Background: an optimization exercise with open tools, aiming at a short achievable clock period and few clock cycles per item. Do not read the settings as production practice.
Function was checked by simulation only, so behaviour that the tests miss may differ from the original.

==> build 19 <==
==> flow/design.v (excerpt) <==
module wtm32 (
  input  wire logic                   clk,
  input  wire logic                   arst_n,
  input  wire logic                   in_valid,
  input  wire logic [32-1:0]   in_a,
  input  wire logic [32-1:0]   in_b,
  output logic                        in_ready,
  output logic                        out_valid,
  output logic [64-1:0]      out_product,
  input  wire logic                   credit_ret
);
  logic                                  accept;
  logic [1024-1:0]                  pp;
  logic [128-1:0]                 tree_d;
  logic [128-1:0]                 tree_q;
  wtm32_pkg::row_t                       g_d, p_d, x_d;
  wtm32_pkg::row_t                       g_q, p_q, x_q;
  wtm32_pkg::row_t                       sum_row;
  wtm32_pkg::row_t                       carry_row;
  wtm32_pkg::product_t                   product;
  credit_ctrl u_credit_ctrl (
    .clk        (clk),
    .arst_n     (arst_n),
    .in_valid   (in_valid),
    .credit_ret (credit_ret),
    .in_ready   (in_ready),
    .accept     (accept)
  );
  pp_gen u_pp_gen (
    .a  (in_a),
    .b  (in_b),
    .pp (pp)
  );
  wallace_tree u_wallace_tree (
    .pp (pp),
    .s1 (tree_d)
  );
  always_ff @(posedge clk or negedge arst_n) begin
    if (!arst_n) begin
      out_valid <= 1'b0;
    end else begin
      out_valid <= accept;
    end
  end
  if (0 == 0) begin : g_cut_tree
    always_ff @(posedge clk) begin
      tree_q <= tree_d;
    end
  end else begin : g_cut_adder
    assign tree_q = tree_d;
  end
  csa_level u_csa_level (
    .q (tree_q),
    .x (sum_row),
    .y (carry_row)
  );
  ks_pre #(.lv_pre(0 == 0 ? 0 : 0 - 1)) u_ks_pre (
    .sum_row   (sum_row),
    .carry_row (carry_row),
    .g_out     (g_d),
    .p_out     (p_d),
    .x_out     (x_d)
  );
  if (0 != 0) begin : g_reg_adder
    always_ff @(posedge clk) begin
      g_q <= g_d;
      p_q <= p_d;
      x_q <= x_d;
    end
  end else begin : g_pass_adder
    assign g_q = g_d;
    assign p_q = p_d;
    assign x_q = x_d;
  end
  ...
==> module ks_pre, before the edit <==
module ks_pre #(
  parameter int lv_pre = 0
) (
  input  wire wtm32_pkg::row_t      sum_row,
  input  wire wtm32_pkg::row_t      carry_row,
  output wtm32_pkg::row_t           g_out,
  output wtm32_pkg::row_t           p_out,
  output wtm32_pkg::row_t           x_out
);
  localparam int n = 64;
  logic [n-1:0] g [lv_pre+1];
  logic [n-1:0] p [lv_pre+1];
  for (genvar i = 0; i < n; i++) begin : g_pg
    wt_and2 u_g (.a(sum_row[i]), .b(carry_row[i]), .y(g[0][i]));
    wt_xor2 u_p (.a(sum_row[i]), .b(carry_row[i]), .y(p[0][i]));
  end
  for (genvar l = 0; l < lv_pre; l++) begin : g_lvl
    for (genvar i = 0; i < n; i++) begin : g_bit
      if (i >= (1 << l)) begin : g_op
        wt_a21o u_g (.a1(p[l][i]), .a2(g[l][i-(1<<l)]), .b1(g[l][i]), .y(g[l+1][i]));
        wt_and2 u_p (.a(p[l][i]), .b(p[l][i-(1<<l)]), .y(p[l+1][i]));
      end else begin : g_pass
        assign g[l+1][i] = g[l][i];
        assign p[l+1][i] = p[l][i];
      end
    end
  end
  assign g_out = g[lv_pre];
  assign p_out = p[lv_pre];
  assign x_out = p[0];
endmodule
==> module ks_post, before the edit <==
module ks_post #(
  parameter int lv_pre = 0
) (
  input  wire wtm32_pkg::row_t      g_in,
  input  wire wtm32_pkg::row_t      p_in,
  input  wire wtm32_pkg::row_t      x_in,
  output wtm32_pkg::product_t       product
);
  localparam int n = 64;
  localparam int lv = $clog2(n);
  logic [n-1:0] g [lv+1];
  logic [n-1:0] p [lv+1];
  assign g[lv_pre] = g_in;
  assign p[lv_pre] = p_in;
  for (genvar l = lv_pre; l < lv; l++) begin : g_lvl
    for (genvar i = 0; i < n; i++) begin : g_bit
      if (i >= (1 << l)) begin : g_op
        wt_a21o u_g (.a1(p[l][i]), .a2(g[l][i-(1<<l)]), .b1(g[l][i]), .y(g[l+1][i]));
        wt_and2 u_p (.a(p[l][i]), .b(p[l][i-(1<<l)]), .y(p[l+1][i]));
      end else begin : g_pass
        assign g[l+1][i] = g[l][i];
        assign p[l+1][i] = p[l][i];
      end
    end
  end
  assign product.word[0] = x_in[0];
  for (genvar i = 1; i < n; i++) begin : g_sum
    wt_xor2 u_s (.a(x_in[i]), .b(g[lv][i-1]), .y(product.word[i]));
  end
endmodule
==> flow/config.mk <==
export PLATFORM = sky130hd
export DESIGN_NAME = wtm32
export DESIGN_NICKNAME = wtm32
export VERILOG_FILES = /design/flow/design.v
export SDC_FILE = /design/flow/constraint.sdc
export NUM_CORES = 4
export LEC_CHECK = 0
export CAP_MARGIN = 20
export CORE_MARGIN = 2
export CORE_UTILIZATION = 40
export SETUP_SLACK_MARGIN = 5
export SLEW_MARGIN = 20
export SYNTH_HIERARCHICAL = 1
export TNS_END_PERCENT = 100
==> flow/constraint.sdc <==
create_clock -name core_clock -period 8.0 [get_ports {clk}]
set_input_delay 1.6000 -clock core_clock [delete_from_list [all_inputs] [get_ports {clk}]]
set_output_delay 1.6000 -clock core_clock [all_outputs]
set_load 0.01 [all_outputs]
standard.sh (not shown) runs the stock make flow with config.mk's settings and CLKGATE_MAP_FILE= SYNTH_SCRIPT=/design/flow/synth_recipe.tcl, a recipe that flattens the netlist after the stock synthesis.
==> flow/flow/run.sh <==
#!/bin/bash
# Own flow: the standard layout, except that synthesis maps no full or
# half adder cells (ADDER_MAP_FILE empty). The multiplier's compression tree
# is then mapped by ABC onto plain XOR/majority gates, which are faster than
# sky130's fa/ha cells. Registers are untouched, so they are the standard
# synthesis's, with the same names and cell types.
set -euo pipefail
cd "$(dirname "$0")/.."
bash standard.sh ADDER_MAP_FILE= finish > standard_flow.log 2>&1
==> build 55 (differences from build 19) <==
--- a/flow/design.v
+++ b/flow/design.v
@@ -72,4 +72,40 @@
   assign y = s ? b : a;
 endmodule
+module wt_a21oi (
+  input  wire logic a1,
+  input  wire logic a2,
+  input  wire logic b1,
+  output logic      y
+);
+  assign y = ~((a1 & a2) | b1);
+endmodule
+module wt_o21ai (
+  input  wire logic a1,
+  input  wire logic a2,
+  input  wire logic b1,
+  output logic      y
+);
+  assign y = ~((a1 | a2) & b1);
+endmodule
+module wt_nand2 (
+  input  wire logic a,
+  input  wire logic b,
+  output logic      y
+);
+  assign y = ~(a & b);
+endmodule
+module wt_nor2 (
+  input  wire logic a,
+  input  wire logic b,
+  output logic      y
+);
+  assign y = ~(a | b);
+endmodule
+module wt_inv (
+  input  wire logic a,
+  output logic      y
+);
+  assign y = ~a;
+endmodule
 `timescale 1ns/10ps
 `default_nettype none
@@ -3246,9 +3282,14 @@
     for (genvar i = 0; i < n; i++) begin : g_bit
       if (i >= (1 << l)) begin : g_op
-        wt_a21o u_g (.a1(p[l][i]), .a2(g[l][i-(1<<l)]), .b1(g[l][i]), .y(g[l+1][i]));
-        wt_and2 u_p (.a(p[l][i]), .b(p[l][i-(1<<l)]), .y(p[l+1][i]));
+        if (l % 2 == 0) begin : g_pos
+          wt_a21oi u_g (.a1(p[l][i]), .a2(g[l][i-(1<<l)]), .b1(g[l][i]), .y(g[l+1][i]));
+          wt_nand2 u_p (.a(p[l][i]), .b(p[l][i-(1<<l)]), .y(p[l+1][i]));
+        end else begin : g_neg
+          wt_o21ai u_g (.a1(p[l][i]), .a2(g[l][i-(1<<l)]), .b1(g[l][i]), .y(g[l+1][i]));
+          wt_nor2  u_p (.a(p[l][i]), .b(p[l][i-(1<<l)]), .y(p[l+1][i]));
+        end
       end else begin : g_pass
-        assign g[l+1][i] = g[l][i];
-        assign p[l+1][i] = p[l][i];
+        wt_inv u_g (.a(g[l][i]), .y(g[l+1][i]));
+        wt_inv u_p (.a(p[l][i]), .y(p[l+1][i]));
       end
     end
@@ -3275,9 +3316,14 @@
     for (genvar i = 0; i < n; i++) begin : g_bit
       if (i >= (1 << l)) begin : g_op
-        wt_a21o u_g (.a1(p[l][i]), .a2(g[l][i-(1<<l)]), .b1(g[l][i]), .y(g[l+1][i]));
-        wt_and2 u_p (.a(p[l][i]), .b(p[l][i-(1<<l)]), .y(p[l+1][i]));
+        if (l % 2 == 0) begin : g_pos
+          wt_a21oi u_g (.a1(p[l][i]), .a2(g[l][i-(1<<l)]), .b1(g[l][i]), .y(g[l+1][i]));
+          wt_nand2 u_p (.a(p[l][i]), .b(p[l][i-(1<<l)]), .y(p[l+1][i]));
+        end else begin : g_neg
+          wt_o21ai u_g (.a1(p[l][i]), .a2(g[l][i-(1<<l)]), .b1(g[l][i]), .y(g[l+1][i]));
+          wt_nor2  u_p (.a(p[l][i]), .b(p[l][i-(1<<l)]), .y(p[l+1][i]));
+        end
       end else begin : g_pass
-        assign g[l+1][i] = g[l][i];
-        assign p[l+1][i] = p[l][i];
+        wt_inv u_g (.a(g[l][i]), .y(g[l+1][i]));
+        wt_inv u_p (.a(p[l][i]), .y(p[l+1][i]));
       end
     end
==> flow/flow/run.sh (replaced) <==
#!/bin/bash
# Own flow: the standard layout with two changes.
# - Synthesis maps no full or half adder cells (ADDER_MAP_FILE empty): the
#   multiplier's compression tree is mapped onto plain XOR/majority gates,
#   which are faster than sky130's fa/ha cells.
# - The port buffers that placement inserts are buf_4 cells
#   (BUFFER_PORTS_ARGS); every input and output port still gets one.
# Registers are untouched, so they are the standard synthesis's, with the
# same names and cell types. The tools' output goes to standard_flow.log
# here and ORFS's own per-step logs under orfs/logs.
set -euo pipefail
cd "$(dirname "$0")/.."
bash standard.sh ADDER_MAP_FILE= "BUFFER_PORTS_ARGS=-buffer_cell sky130_fd_sc_hd__buf_4" finish > standard_flow.log 2>&1
==> comparison table <==
| quantity | build 55 | build 19 |
|---|---|---|
| Sequential cell area in the final layout | 0.00282 mm2 | 0.00278 mm2 |
| Period Utilization, post-route | 57.4% | 59.6% |
| Worst-path fanout max | 6 | 5 |
| Number of fill cells | 9584 | 10200 |
| Place WS | 2.33 ns | 1.45 ns |
| Number of well taps | 1524 | 1536 |
| Run status | complete, no violations | complete, no violations |
| Worst Max-Slew Pin Slew | 0.900 ns | 0.599 ns |
| Non-clock buffer contribution to total cell area | 14.8% | 15.4% |
| Setup slack after layout | 3.41 ns | 3.23 ns |
| Global-route met1 utilization | 39.1% | 35.2% |
| Rel. slew slack | 39.5% | 59.7% |
| Post-layout instance count excluding filler cells | 7141 | 7170 |
Testbench counts of build 19, summed over its fixed seeds: cycles 2,408, items 2,400.
Testbench counts of build 55, summed over its fixed seeds: cycles 2,408, items 2,400.

## what the ideal ports hide
How much do the figures lean on ideal ports? The routed layouts below were timed once more, with nothing changed but the port constraints. Step 1 sets driving cells, clkbuf_16 on the clock port and buf_2 on the other inputs (assumed; they add their load-dependent delay and slew). Step 2 also shifts input and output timing later by t, the mid clock arrival at the registers, as if the neighbouring blocks saw the same clock. Slacks: ideal ports / drivers / drivers and shift; pairs: ideal ports / drivers.
run | t, ns | slack for setup (ns) | worst slew at a driven data input, ns
build 19 | 0.565 | 3.230 / 3.207 / 2.642 | 0.19
build 55 | 0.575 | 3.407 / 3.063 / 2.489 | 0.51
After both steps every run listed still meets setup and hold. The setup slack of build 55, which loses most, moves by -0.344 ns with the drivers and by -0.918 ns with both steps.
